Background: an optimization exercise with open tools, aiming at small area, a short achievable clock period and few clock cycles. Do not read the settings as production practice. In this exercise RTL edits were held to simulation tests only and were not proved equivalent to the original. Power and IR drop assume default switching activity.

===== standard.sh =====
#!/bin/bash
# synth_recipe.tcl (not shown) runs the flow's synth.tcl, then flattens the netlist and writes it again
# the make line also repeats each setting of config.mk as NAME=value (left out here)
make -C /OpenROAD-flow-scripts/flow DESIGN_CONFIG=/design/flow/config.mk WORK_HOME=/design/flow/orfs CLKGATE_MAP_FILE= SYNTH_SCRIPT=/design/flow/synth_recipe.tcl "${@:-finish}"

===== config.mk =====
export PLATFORM = sky130hd
export DESIGN_NAME = cpu_top
export DESIGN_NICKNAME = cpu_top
export VERILOG_FILES = /design/flow/design.v
export SDC_FILE = /design/flow/constraint.sdc
export NUM_CORES = 4
export LEC_CHECK = 0
export CAP_MARGIN = 20
export CORE_MARGIN = 2
export CORE_UTILIZATION = 22
export CTS_BUF_LIST = sky130_fd_sc_hd__clkbuf_8
export CTS_CLUSTER_DIAMETER = 60
export CTS_CLUSTER_SIZE = 15
export PLACE_DENSITY = 0.35
export SETUP_SLACK_MARGIN = 5
export SLEW_MARGIN = 20
export TNS_END_PERCENT = 0

===== constraint.sdc =====
create_clock -name core_clock -period 10.0 [get_ports {clk}]
set_input_delay 2.0000 -clock core_clock [delete_from_list [all_inputs] [get_ports {clk}]]
set_output_delay 2.0000 -clock core_clock [all_outputs]
set_load 0.01 [all_outputs]

===== design.v =====
`default_nettype none
package cpu_pkg;
    typedef enum logic [2:0] {
        op_arith   = 3'd0,   
        op_slt_mul = 3'd1,   
        op_load    = 3'd2,
        op_store   = 3'd3,
        op_beq     = 3'd4,
        op_jump    = 3'd5
    } opcode_e;
    typedef struct packed {
        opcode_e    opcode;   
        logic [3:0] rs;       
        logic [3:0] rt;       
        logic [3:0] rd;       
        logic       func;     
    } inst_t;
    typedef logic signed [16-1:0] word_t;
    typedef struct packed {
        logic       is_dmem;   
        logic [7:0] idx;       
        word_t      data;
    } prog_wr_t;
    typedef struct packed {
        word_t       value;     
        logic [7:0]  idx;       
        logic        taken;     
        logic [11:0] next_pc;
        word_t       st_data;   
    } exec_res_t;
    typedef struct packed {
        logic [32-1:0] addr;   
        word_t                      data;
    } mem_wr_t;
    typedef struct packed {
        logic [11:0] pc;
        logic        we;
        logic [3:0]  rd;
        word_t       value;
    } retire_t;
endpackage
`default_nettype wire
`timescale 1ns/1ps
`default_nettype none
module inst_fetch (
    input  logic        clk,
    input  logic        wr_en,
    input  logic [7:0]  wr_idx,
    input  logic [15:0] wr_val,
    input  logic [15:0] lo_hot,      
    input  logic [15:0] hi_hot,      
    output logic [15:0] rd_val
);
    logic [15:0] imem [0:255];
    logic [15:0] grp  [0:15];
    always_ff @(posedge clk) begin
        for (int i = 0; i < 256; i++)
            if (wr_en && wr_idx == 8'(i))
                imem[i] <= wr_val;
    end
    always_comb begin
        for (int g = 0; g < 16; g++) begin
            grp[g] = '0;
            for (int j = 0; j < 16; j++)
                grp[g] = grp[g] | (imem[16*g + j] & {16{lo_hot[j]}});
        end
        rd_val = '0;
        for (int g = 0; g < 16; g++)
            rd_val = rd_val | (grp[g] & {16{hi_hot[g]}});
    end
endmodule
`default_nettype wire
`timescale 1ns/1ps
`default_nettype none
module reg_file (
    input  logic        clk,
    input  logic        rst_n,
    input  logic [15:0] rs_hot,      
    input  logic [15:0] rt_hot,
    output logic [15:0] rs_val,
    output logic [15:0] rt_val,
    input  logic        wr_en,
    input  logic [3:0]  wr_idx,
    input  logic [15:0] wr_val
);
    logic [15:0] regs [0:15];
    always_ff @(posedge clk or negedge rst_n) begin
        if (!rst_n) begin
            for (int i = 0; i < 16; i++)
                regs[i] <= '0;
        end else if (wr_en) begin
            regs[wr_idx] <= wr_val;
        end
    end
    always_comb begin
        rs_val = '0;
        rt_val = '0;
        for (int i = 0; i < 16; i++) begin
            rs_val = rs_val | (regs[i] & {16{rs_hot[i]}});
            rt_val = rt_val | (regs[i] & {16{rt_hot[i]}});
        end
    end
endmodule
`default_nettype wire
`timescale 1ns/1ps
`default_nettype none
module exec_unit (
    input  logic [15:0] ir,
    input  logic [15:0] a,
    input  logic [15:0] b,
    output logic [15:0] alu,       
    output logic [7:0]  idx,       
    output logic [15:0] lo_hot,    
    output logic [15:0] hi_hot,    
    output logic        eq,        
    output logic [5:0][15:0] mrow
);
    logic [15:0] sum, diff;
    logic        lt;
    pfx_add u_add (.x(a), .y(b),  .cin(1'b0), .s(sum));
    pfx_add u_sub (.x(a), .y(~b), .cin(1'b1), .s(diff));
    assign lt   = (a[15] != b[15]) ? a[15] : diff[15];
    assign eq   = (a == b);
    assign idx  = a[7:0] + {{3{ir[4]}}, ir[4:0]};
    always_comb begin
        for (int i = 0; i < 16; i++) begin
            lo_hot[i] = (idx[3:0] == 4'(i));
            hi_hot[i] = (idx[7:4] == 4'(i));
        end
    end
    always_comb begin
        if (ir[13])                               
            alu = {15'd0, lt};
        else
            alu = ir[0] ? diff : sum;
    end
    logic [15:0] pp [0:15];
    logic [15:0] l1 [0:10];
    logic [15:0] l2 [0:7];
    always_comb begin
        for (int j = 0; j < 16; j++)
            pp[j] = (a << j) & {16{b[j]}};
        for (int k = 0; k < 5; k++) begin
            l1[2*k]   = pp[3*k] ^ pp[3*k+1] ^ pp[3*k+2];
            l1[2*k+1] = ((pp[3*k] & pp[3*k+1]) | (pp[3*k] & pp[3*k+2]) | (pp[3*k+1] & pp[3*k+2])) << 1;
        end
        l1[10] = pp[15];
        for (int k = 0; k < 3; k++) begin
            l2[2*k]   = l1[3*k] ^ l1[3*k+1] ^ l1[3*k+2];
            l2[2*k+1] = ((l1[3*k] & l1[3*k+1]) | (l1[3*k] & l1[3*k+2]) | (l1[3*k+1] & l1[3*k+2])) << 1;
        end
        l2[6] = l1[9];
        l2[7] = l1[10];
        for (int k = 0; k < 2; k++) begin
            mrow[2*k]   = l2[3*k] ^ l2[3*k+1] ^ l2[3*k+2];
            mrow[2*k+1] = ((l2[3*k] & l2[3*k+1]) | (l2[3*k] & l2[3*k+2]) | (l2[3*k+1] & l2[3*k+2])) << 1;
        end
        mrow[4] = l2[6];
        mrow[5] = l2[7];
    end
endmodule
module mul_finish (
    input  logic [5:0][15:0] mrow,
    output logic [15:0] prod
);
    logic [15:0] l4 [0:3];
    logic [15:0] l5 [0:2];
    logic [15:0] s6, c6;
    always_comb begin
        for (int k = 0; k < 2; k++) begin
            l4[2*k]   = mrow[3*k] ^ mrow[3*k+1] ^ mrow[3*k+2];
            l4[2*k+1] = ((mrow[3*k] & mrow[3*k+1]) | (mrow[3*k] & mrow[3*k+2]) | (mrow[3*k+1] & mrow[3*k+2])) << 1;
        end
        l5[0] = l4[0] ^ l4[1] ^ l4[2];
        l5[1] = ((l4[0] & l4[1]) | (l4[0] & l4[2]) | (l4[1] & l4[2])) << 1;
        l5[2] = l4[3];
        s6 = l5[0] ^ l5[1] ^ l5[2];
        c6 = ((l5[0] & l5[1]) | (l5[0] & l5[2]) | (l5[1] & l5[2])) << 1;
    end
    assign prod = s6 + c6;
endmodule
`default_nettype wire
module pfx_add (
    input  logic [15:0] x,
    input  logic [15:0] y,
    input  logic        cin,
    output logic [15:0] s
);
    logic [15:0] p;
    logic [16:0] g [0:5];      
    logic [16:0] t [0:5];      
    always_comb begin
        p       = x ^ y;
        g[0][0] = cin;
        t[0][0] = 1'b0;
        for (int i = 1; i <= 16; i++) begin
            g[0][i] = x[i-1] & y[i-1];
            t[0][i] = p[i-1];
        end
        for (int k = 1; k <= 5; k++) begin
            for (int i = 0; i <= 16; i++) begin
                if (i >= (1 << (k-1))) begin
                    g[k][i] = g[k-1][i] | (t[k-1][i] & g[k-1][i - (1 << (k-1))]);
                    t[k][i] = t[k-1][i] & t[k-1][i - (1 << (k-1))];
                end else begin
                    g[k][i] = g[k-1][i];
                    t[k][i] = t[k-1][i];
                end
            end
        end
        s = p ^ g[5][15:0];
    end
endmodule
`timescale 1ns/1ps
`default_nettype none
module data_mem (
    input  logic        clk,
    input  logic        prog_en,
    input  logic [7:0]  prog_idx,
    input  logic [15:0] prog_val,
    input  logic        st_en,
    input  logic [15:0] lo_hot,      
    input  logic [15:0] hi_hot,      
    input  logic [15:0] st_val,
    output logic [15:0] rd_val
);
    logic [15:0] mem [0:255];
    logic [15:0] grp [0:15];
    always_ff @(posedge clk) begin
        for (int i = 0; i < 256; i++) begin
            if (prog_en) begin
                if (prog_idx == 8'(i))
                    mem[i] <= prog_val;
            end else if (st_en && hi_hot[i / 16] && lo_hot[i % 16]) begin
                mem[i] <= st_val;
            end
        end
    end
    always_comb begin
        for (int g = 0; g < 16; g++) begin
            grp[g] = '0;
            for (int j = 0; j < 16; j++)
                grp[g] = grp[g] | (mem[16*g + j] & {16{lo_hot[j]}});
        end
        rd_val = '0;
        for (int g = 0; g < 16; g++)
            rd_val = rd_val | (grp[g] & {16{hi_hot[g]}});
    end
endmodule
`default_nettype wire
`timescale 1ns/1ps
`default_nettype none
module axi_lite_writer #(
    parameter int DEPTH_LG = 1
) (
    input  logic                       clk,
    input  logic                       rst_n,
    input  logic                       push,
    input  logic [7:0]                 push_idx,
    input  logic [15:0]                push_data,
    output logic                       full,
    output logic                       awvalid,
    input  logic                       awready,
    output logic [32-1:0] awaddr,
    output logic                       wvalid,
    input  logic                       wready,
    output logic [15:0]                wdata,
    output logic [1:0]                 wstrb,
    input  logic                       bvalid,
    output logic                       bready
);
    localparam int DEPTH = 1 << DEPTH_LG;
    logic [7:0]        q_idx  [0:DEPTH-1];
    logic [15:0]       q_data [0:DEPTH-1];
    logic [DEPTH_LG:0] wp, awp, wdp;
    logic [7:0]        aw_idx;
    logic              aw_avail, w_avail, aw_hold, w_hold;
    always_ff @(posedge clk) begin
        if (push) begin
            q_idx[wp[DEPTH_LG-1:0]]  <= push_idx;
            q_data[wp[DEPTH_LG-1:0]] <= push_data;
        end
    end
    logic [DEPTH_LG:0] wp_nx;
    assign wp_nx = wp + {{DEPTH_LG{1'b0}}, push};
    always_ff @(posedge clk or negedge rst_n) begin
        if (!rst_n)
            full <= 1'b0;
        else
            full <= ((wp_nx[DEPTH_LG] != awp[DEPTH_LG]) && (wp_nx[DEPTH_LG-1:0] == awp[DEPTH_LG-1:0])) ||
                    ((wp_nx[DEPTH_LG] != wdp[DEPTH_LG]) && (wp_nx[DEPTH_LG-1:0] == wdp[DEPTH_LG-1:0]));
    end
    assign aw_avail = (awp != wp);
    assign w_avail  = (wdp != wp);
    assign aw_hold  = awvalid && !awready;    
    assign w_hold   = wvalid && !wready;
    always_ff @(posedge clk or negedge rst_n) begin
        if (!rst_n) begin
            wp      <= '0;
            awp     <= '0;
            wdp     <= '0;
            awvalid <= 1'b0;
            wvalid  <= 1'b0;
        end else begin
            if (push)
                wp <= wp + 1'b1;
            if (!aw_hold) begin
                awvalid <= aw_avail;
                if (aw_avail)
                    awp <= awp + 1'b1;
            end
            if (!w_hold) begin
                wvalid <= w_avail;
                if (w_avail)
                    wdp <= wdp + 1'b1;
            end
        end
    end
    always_ff @(posedge clk) begin
        if (!aw_hold)
            aw_idx <= q_idx[awp[DEPTH_LG-1:0]];
        if (!w_hold)
            wdata <= q_data[wdp[DEPTH_LG-1:0]];
    end
    assign awaddr = 32'h0000_1000 + {{(32-9){1'b0}}, aw_idx, 1'b0};
    assign wstrb  = 2'b11;
    assign bready = 1'b1;
endmodule
`default_nettype wire
`timescale 1ns/1ps
`default_nettype none
module core_ctrl (
    input  logic        clk,
    input  logic        rst_n,
    input  logic        run,           
    input  logic        prog_we_i,     
    input  logic        prog_we_d,
    input  logic [7:0]  prog_idx,
    input  logic [15:0] prog_data,
    output logic        st_push,
    output logic [7:0]  st_idx,
    output logic [15:0] st_data,
    input  logic        st_full,
    output logic        retire_valid,
    output logic [32:0] retire
);
    logic [11:0] pc, pc_inc, pc_nx;
    logic [15:0] pc_lo, pc_hi;           
    logic [15:0] if_ins;
    logic        if_jump, pc_hold;
    inst_fetch u_imem (
        .clk,
        .wr_en  (prog_we_i),
        .wr_idx (prog_idx),
        .wr_val (prog_data),
        .lo_hot (pc_lo),
        .hi_hot (pc_hi),
        .rd_val (if_ins)
    );
    assign if_jump = (if_ins[15:13] == 3'd5);
    assign pc_inc  = pc + 12'd2;
    logic [15:0] pc_lo_nx, pc_hi_nx;
    always_comb begin
        if (taken) begin
            pc_nx    = br_target;
            pc_lo_nx = 16'd1 << br_target[4:1];
            pc_hi_nx = 16'd1 << br_target[8:5];
        end else if (pc_hold) begin
            pc_nx    = pc;
            pc_lo_nx = pc_lo;
            pc_hi_nx = pc_hi;
        end else if (if_jump) begin
            pc_nx    = if_ins[11:0];
            pc_lo_nx = 16'd1 << if_ins[4:1];
            pc_hi_nx = 16'd1 << if_ins[8:5];
        end else begin
            pc_nx    = pc_inc;
            pc_lo_nx = 16'd1 << pc_inc[4:1];
            pc_hi_nx = 16'd1 << pc_inc[8:5];
        end
    end
    logic        ex_v;
    logic [15:0] ir;
    logic [11:0] ex_pc;
    logic [2:0]  ex_op;
    logic [3:0]  ex_rs, ex_rt;
    logic        fwd_rs_w, fwd_rt_w;
    logic        wb_we;
    logic [3:0]  wb_rd;
    logic [15:0] wb_val;
    logic        uses_rs, uses_rt, fwd_rs, fwd_rt, hazard, stall, taken, ex_store, ex_we;
    logic [3:0]  ex_rd;
    logic [15:0] rs_hot, rt_hot;
    logic [15:0] rf_rs, rf_rt, a, b, alu;
    logic [7:0]  idx;
    logic [15:0] ex_lo, ex_hi;
    logic [5:0][15:0] ex_mrow;
    logic        eq;
    logic [11:0] br_target;
    logic        mem_v, mem_we, mem_load, mem_mul, mem_store;
    logic [3:0]  mem_rd;
    logic [11:0] mem_pc;
    logic [15:0] mem_val, mem_b, res;
    logic [15:0] mem_lo, mem_hi;
    logic [5:0][15:0] mem_mrow;
    assign ex_op    = ir[15:13];
    assign ex_rs    = ir[12:9];
    assign ex_rt    = ir[8:5];
    assign uses_rs  = (ex_op <= 3'd4);
    assign uses_rt  = (ex_op <= 3'd4) && (ex_op != 3'd2);
    assign ex_store = (ex_op == 3'd3);
    assign ex_we    = (ex_op <= 3'd2);
    assign ex_rd    = (ex_op == 3'd2) ? ex_rt : ir[4:1];
    reg_file u_rf (
        .clk, .rst_n,
        .rs_hot (rs_hot),
        .rt_hot (rt_hot),
        .rs_val (rf_rs),
        .rt_val (rf_rt),
        .wr_en  (wb_we),                 
        .wr_idx (wb_rd),
        .wr_val (wb_val)
    );
    logic fwd_rs_if, fwd_rt_if, fwd_rs_w_if, fwd_rt_w_if, fwd_rs_w_ex, fwd_rt_w_ex;
    assign fwd_rs_if   = ex_v && ex_we && (ex_rd == if_ins[12:9]);
    assign fwd_rt_if   = ex_v && ex_we && (ex_rd == if_ins[8:5]);
    assign fwd_rs_w_if = mem_v && mem_we && (mem_rd == if_ins[12:9]);
    assign fwd_rt_w_if = mem_v && mem_we && (mem_rd == if_ins[8:5]);
    assign fwd_rs_w_ex = mem_v && mem_we && (mem_rd == ex_rs);
    assign fwd_rt_w_ex = mem_v && mem_we && (mem_rd == ex_rt);
    always_ff @(posedge clk) begin
        if (!stall) begin
            rs_hot <= 16'd1 << if_ins[12:9];
            rt_hot <= 16'd1 << if_ins[8:5];
        end
        fwd_rs   <= !stall && fwd_rs_if;
        fwd_rt   <= !stall && fwd_rt_if;
        fwd_rs_w <= stall ? fwd_rs_w_ex : fwd_rs_w_if;
        fwd_rt_w <= stall ? fwd_rt_w_ex : fwd_rt_w_if;
    end
    assign a      = fwd_rs ? mem_val : (fwd_rs_w ? wb_val : rf_rs);
    assign b      = fwd_rt ? mem_val : (fwd_rt_w ? wb_val : rf_rt);
    assign hazard = ex_v && (mem_load || mem_mul) &&
                    ((uses_rs && fwd_rs) || (uses_rt && fwd_rt));
    assign stall  = hazard || (ex_v && ex_store && st_full);
    assign pc_hold = stall || !run;
    exec_unit u_exec (
        .ir, .a, .b, .alu, .idx,
        .lo_hot (ex_lo), .hi_hot (ex_hi),
        .eq, .mrow (ex_mrow)
    );
    assign taken     = ex_v && (ex_op == 3'd4) && eq && !stall;
    assign br_target = ex_pc + 12'd2 + {{6{ir[4]}}, ir[4:0], 1'b0};
    assign st_push = ex_v && ex_store && !stall;
    assign st_idx  = idx;
    assign st_data = b;
    logic [15:0] dm_rd, prod;
    data_mem u_dmem (
        .clk,
        .prog_en  (prog_we_d),
        .prog_idx (prog_idx),
        .prog_val (prog_data),
        .st_en    (mem_v && mem_store),
        .lo_hot   (mem_lo),
        .hi_hot   (mem_hi),
        .st_val   (mem_b),
        .rd_val   (dm_rd)
    );
    mul_finish u_mul (
        .mrow (mem_mrow),
        .prod
    );
    assign res  = mem_load ? dm_rd : (mem_mul ? prod : mem_val);
    always_ff @(posedge clk or negedge rst_n) begin
        if (!rst_n) begin
            pc           <= '0;
            pc_lo        <= 16'd1;
            pc_hi        <= 16'd1;
            ex_v         <= 1'b0;
            mem_v        <= 1'b0;
            retire_valid <= 1'b0;
            wb_we        <= 1'b0;
        end else begin
            pc    <= pc_nx;
            pc_lo <= pc_lo_nx;
            pc_hi <= pc_hi_nx;
            if (taken)
                ex_v <= 1'b0;                 
            else if (!stall)
                ex_v <= run;
            mem_v        <= ex_v && !stall;
            retire_valid <= mem_v;
            wb_we        <= mem_v && mem_we;
        end
    end
    always_ff @(posedge clk) begin
        if (!stall) begin
            ir    <= if_ins;
            ex_pc <= pc;
        end
        mem_pc    <= ex_pc;
        mem_we    <= ex_we;
        mem_rd    <= ex_rd;
        mem_load  <= (ex_op == 3'd2);
        mem_mul   <= (ex_op == 3'd1) && ir[0];
        mem_store <= ex_store;
        mem_val   <= alu;
        mem_lo    <= ex_lo;
        mem_hi    <= ex_hi;
        mem_mrow  <= ex_mrow;
        mem_b     <= b;
        retire    <= {mem_pc, mem_we, mem_rd, res};
        if (mem_v && mem_we) begin
            wb_rd  <= mem_rd;                
            wb_val <= res;                   
        end
    end
endmodule
`default_nettype wire
`timescale 1ns/1ps
`default_nettype none
module cpu_top (
    input  logic                       clk,
    input  logic                       rst_n,
    input  logic                       run,
    input  logic                       prog_valid,
    input  cpu_pkg::prog_wr_t          prog,
    output logic                       retire_valid,
    output cpu_pkg::retire_t           retire,
    output logic                       awvalid,
    input  logic                       awready,
    output logic [32-1:0] awaddr,
    output logic                       wvalid,
    input  logic                       wready,
    output cpu_pkg::word_t             wdata,
    output logic [1:0]                 wstrb,
    input  logic                       bvalid,
    output logic                       bready
);
    logic        run_q, prog_v_q;
    logic [24:0] prog_q;
    logic        st_push, st_full;
    logic [7:0]  st_idx;
    logic [15:0] st_data;
    always_ff @(posedge clk or negedge rst_n) begin
        if (!rst_n) begin
            run_q    <= 1'b0;
            prog_v_q <= 1'b0;
        end else begin
            run_q    <= run;
            prog_v_q <= prog_valid;
        end
    end
    always_ff @(posedge clk) begin
        prog_q <= prog;
    end
    core_ctrl u_core (
        .clk, .rst_n,
        .run       (run_q),
        .prog_we_i (prog_v_q && !prog_q[24]),
        .prog_we_d (prog_v_q &&  prog_q[24]),
        .prog_idx  (prog_q[23:16]),
        .prog_data (prog_q[15:0]),
        .st_push, .st_idx, .st_data, .st_full,
        .retire_valid,
        .retire
    );
    axi_lite_writer u_axi_wr (
        .clk, .rst_n,
        .push      (st_push),
        .push_idx  (st_idx),
        .push_data (st_data),
        .full      (st_full),
        .awvalid, .awready, .awaddr,
        .wvalid, .wready, .wdata, .wstrb,
        .bvalid, .bready
    );
endmodule
`default_nettype wire

===== flow/run.sh =====
#!/bin/bash
set -euo pipefail
MARGIN=${MARGIN:-7}
sed -E "s/SETUP_SLACK_MARGIN=[-0-9.]+/SETUP_SLACK_MARGIN=${MARGIN}/" standard.sh > standard_margin.sh
grep -q "SETUP_SLACK_MARGIN=${MARGIN}" standard_margin.sh
bash standard_margin.sh > standard_margin.log 2>&1

==> reports/results.ini <==
[synth]
ys_seq_area_share_pct=80.0
async_reset_ff_share_pct=3.56
ys_seq_elements=8851
syn_area_um2=328000
netlist.area_leader.share_pct=76.5
ys_warn_count=21
syn_inst=17901
synth_top_area_cell=edfxtp_1
yosysMostFrequentCell=edfxtp_1
syn_avg_cell_area_um2=18.3
netlist_top_cells_count=8344 x edfxtp_1, 1601 x a22o_1, 1592 x a221oi_1
ys_types=81
synth_edf_count=8344
ys.flop_type=edfxtp_1
synthTopCellsByArea=edfxtp_1 76%, a22o_1 4.3%, a221oi_1 4.3%, a22oi_1 3.0%, dfrtp_1 2.4%

[setup_path]
worstSetupStartpointType=flop
critPathRequiredTime_ns=11.36
cp.arrival_ns=6.19
crit_path_end=u_core.pc_hi[2]$_DFFE_PN0P_
r2r_slack_ns=5.16
r2r-start=u_core.pc_lo[7]$_DFFE_PN0P_
timing.rr.end=u_core.pc_hi[2]$_DFFE_PN0P_
crit_start=u_core.pc_lo[7]$_DFFE_PN0P_
path_max_fanout=35
path_class=flop to flop
end_kind=flop
r2r_cells=15

[worst_hold_path]
hp-class=flop to flop

[routing]
drc=0
wirelength_um=1480000
vias=194069
drt_iter0_markers=22755
first_pass_iters=6
detail-route-antenna-nets=0
wl_per_cell_um=37.6
viasPerCell=4.94

[timing]
timing.fmax_ghz=0.207
tns_ns=0
max_slew_margin_pct=11.3
hold_ws_ns=0.305
worst_pin_slew_ns=1.32
setup_viol=0
period_share_pct=48.4
final.min_clock_period_ns=4.84
skew_ns=0.163
rsz0062_at_grt=yes
worst_slack_ns=5.16
maxSlewViolCount=0
finalHoldViolCount=0

[place]
dpl.hpwl_um=856000
dp_slack_ns=3.25
io_buffer_count=90
place_area_um2=362000
gp_congestion=0.794

[clocking]
cts.htree.levels=6
clockBufferDepth=5
cts_tree=done
root_buffer=clkbuf_8
clk_pin_slew_ns=0.10
clk_latency_ns=1.52
numCtsBuffers=745
cts_sinks=8851
cts_hold_buf=0

[job]
cap_violations=0

[global_routing]
grt-ovfl-total=0
grt.total_usage_pct=18.8
antenna_found_initial=103
grt_max_degree=186
grt_pass1_wl_um=1910000
grt_pass1_vias=187861

[pwr]
cellLeakagePower_nw=117
power_mw=106
powerDensity_nw_per_um2=276
max-vdd-ir-drop_mv=0.237

[final_layout]
syn_to_final_growth_pct=16.7
final_nets=19253
drive_gt1_share_pct=19.9
design_area_um2=382000

[run_status]
status=no timing/DRC/antenna violations

[die]
num_rows=448
core-area_um2=1490000
die_w_um=1220
dieHeight_um=1220
start_util_pct=22.0
die-area_um2=1500000
pin_count=119

==> per-layer routing <==
| layer | global-route usage, % | vias to the layer above | part of all wire (%) | routed length (um) |
|---|---|---|---|---|
| met3 | 2.43 | 1539 | 5.3 | 78600 |
| met4 | 4.92 | 14 | 3.1 | 45200 |
| met2 | 31.1 | 6740 | 47 | 701000 |
| li1 | - | 77405 | - | - |
| met5 | 0.0596 | - | 0.0061 | 90 |
| met1 | 26.0 | 108371 | 44 | 653000 |
==> what timing repair did <==
action,4_1_cts,5_1_grt
endpoints found under the hold margin,0,0
gates resized for setup,443,305
buffers inserted,198,89
setup endpoints to repair,10066,10177
cloned,15,17
pin swaps,98,131
==> worst max-delay path, cell delays in order, from the launching register on <==
cell and delay [ns]:
dfrtp_4 0.53, buf_12 0.16, buf_4 0.26, buf_12 0.23, a22oi_1 0.27, nand4_1 0.17
o31ai_1 0.98, o2111ai_1 0.21, buf_4 0.27, nor4_4 0.28, buf_12 0.18, inv_2 0.08
a21oi_2 0.34, and2_2 0.32, o22ai_1 0.14, o211ai_1 0.12
==> sequential cells by signal, indices dropped and copies added (netlist names), 16 cells and up <==
signal and flops:
prog_q 25, u_axi_wr.q_data 32, u_axi_wr.q_idx 16, u_axi_wr.wdata 16
u_core.ir 16, u_core.mem_b 16, u_core.mem_hi 16, u_core.mem_lo 16
u_core.mem_mrow 46, u_core.mem_val 16, u_core.pc_hi 16, u_core.pc_lo 16
u_core.retire 33, u_core.rs_hot 16, u_core.rt_hot 16, u_core.u_dmem.mem 4096
u_core.u_imem.imem 4096, u_core.u_rf.regs 256, u_core.wb_val 16
==> worst min-delay path by stage <==
stage                             startpoint                        end  slack, ns  cells past startpoint
finish              u_core.mem_pc[2]$_DFF_P_  u_core.retire[23]$_DFF_P_       0.31                      0
global route        u_core.mem_pc[2]$_DFF_P_  u_core.retire[23]$_DFF_P_       0.31                      0
floorplan           u_core.mem_pc[0]$_DFF_P_  u_core.retire[21]$_DFF_P_       0.31                      0
CTS                 u_core.mem_pc[2]$_DFF_P_  u_core.retire[23]$_DFF_P_       0.31                      0
detailed placement  u_core.mem_pc[5]$_DFF_P_  u_core.retire[26]$_DFF_P_       0.31                      0
global placement    u_core.mem_pc[5]$_DFF_P_  u_core.retire[26]$_DFF_P_       0.32                      0
==> metrics by stage <==
| stage | utilization (%) | instances |
|---|---|---|
| 2_1_floorplan | - | 17926 |
| 3_3_place_gp | 24.3 | 37753 |
| 3_5_place_dp | 24.3 | 37763 |
| 4_1_cts | 25.5 | 39123 |
| 5_1_grt | 25.7 | 39245 |
| 6_report | 25.7 | 39270 |
==> cells in the final DEF (no fill, tap or decap), drive strengths merged, types with 39 or more instances in the layout <==
cell	instances
nor2	434
inv	303
edfxtp	8344
buf	1513
a221oi	1603
nand4	572
nand2	279
xnor2	78
clkinvlp	43
bufinv	39
mux2	309
dfxtp	192
clkbuf	777
nor2b	53
mux2i	44
a21oi	65
nand3	263
a22oi	1305
fa	88
o22ai	267
o21ai	250
dfrtp	313
clkinv	147
clkdlybuf4s50	76
ha	100
a22o	1601
==> final cells by class <==
cell class | count | area (um^2)
Clock inverter | 387 | 3420
Inverter | 145 | 579
Antenna cell | 37 | 92.6
Sequential cell | 8851 | 262000
Timing Repair Buffer | 1631 | 15900
Clock buffer | 760 | 10500
Tap cell | 19800 | 24800
Fill cell | 150700 | 1100000
Multi-Input combinational cell | 7659 | 64700
==> cell families after synthesis <==
logic type	share of synthesized area [%]
DFF	80.0
AOI/OAI and AO/OA	12.9
and+or+nand+nor	2.72
buffers and inverters	1.92
muxes	1.20
adders and majority gates	0.919
xor gates and xnor gates	0.283
other	0.00229
==> power breakdown <==
part | switching, mW | internal [mW]
combinational | 27.6 | 11.6
clock | 13.4 | 8.23
sequential | 1.44 | 43.4
Testbench counts, summed over its fixed seeds: cycles 20,369.

[re-timing with driven ports]
The flow's constraints put no driver on any port. The routed layout listed below was extracted and timed again, unchanged, in two steps. Step 1: set_driving_cell puts a clkbuf_16 on clk and a buf_2 on each other input, an assumption about the parent block. Step 2 also shifts input and output timing later by t, the mid clock arrival at the registers, as if the neighbouring blocks saw the same clock. a / b / c = ideal / step 1 / step 2; a / b = the first two.
shift t [ns]: 1.618
setup slack, ns: 5.161 / 5.161 / 5.161
pins driven straight from the clock port: 1
After both steps setup and hold are still met in this run. For this run, drivers alone change the setup slack by 0.000 ns; drivers and shift together by 0.000 ns.
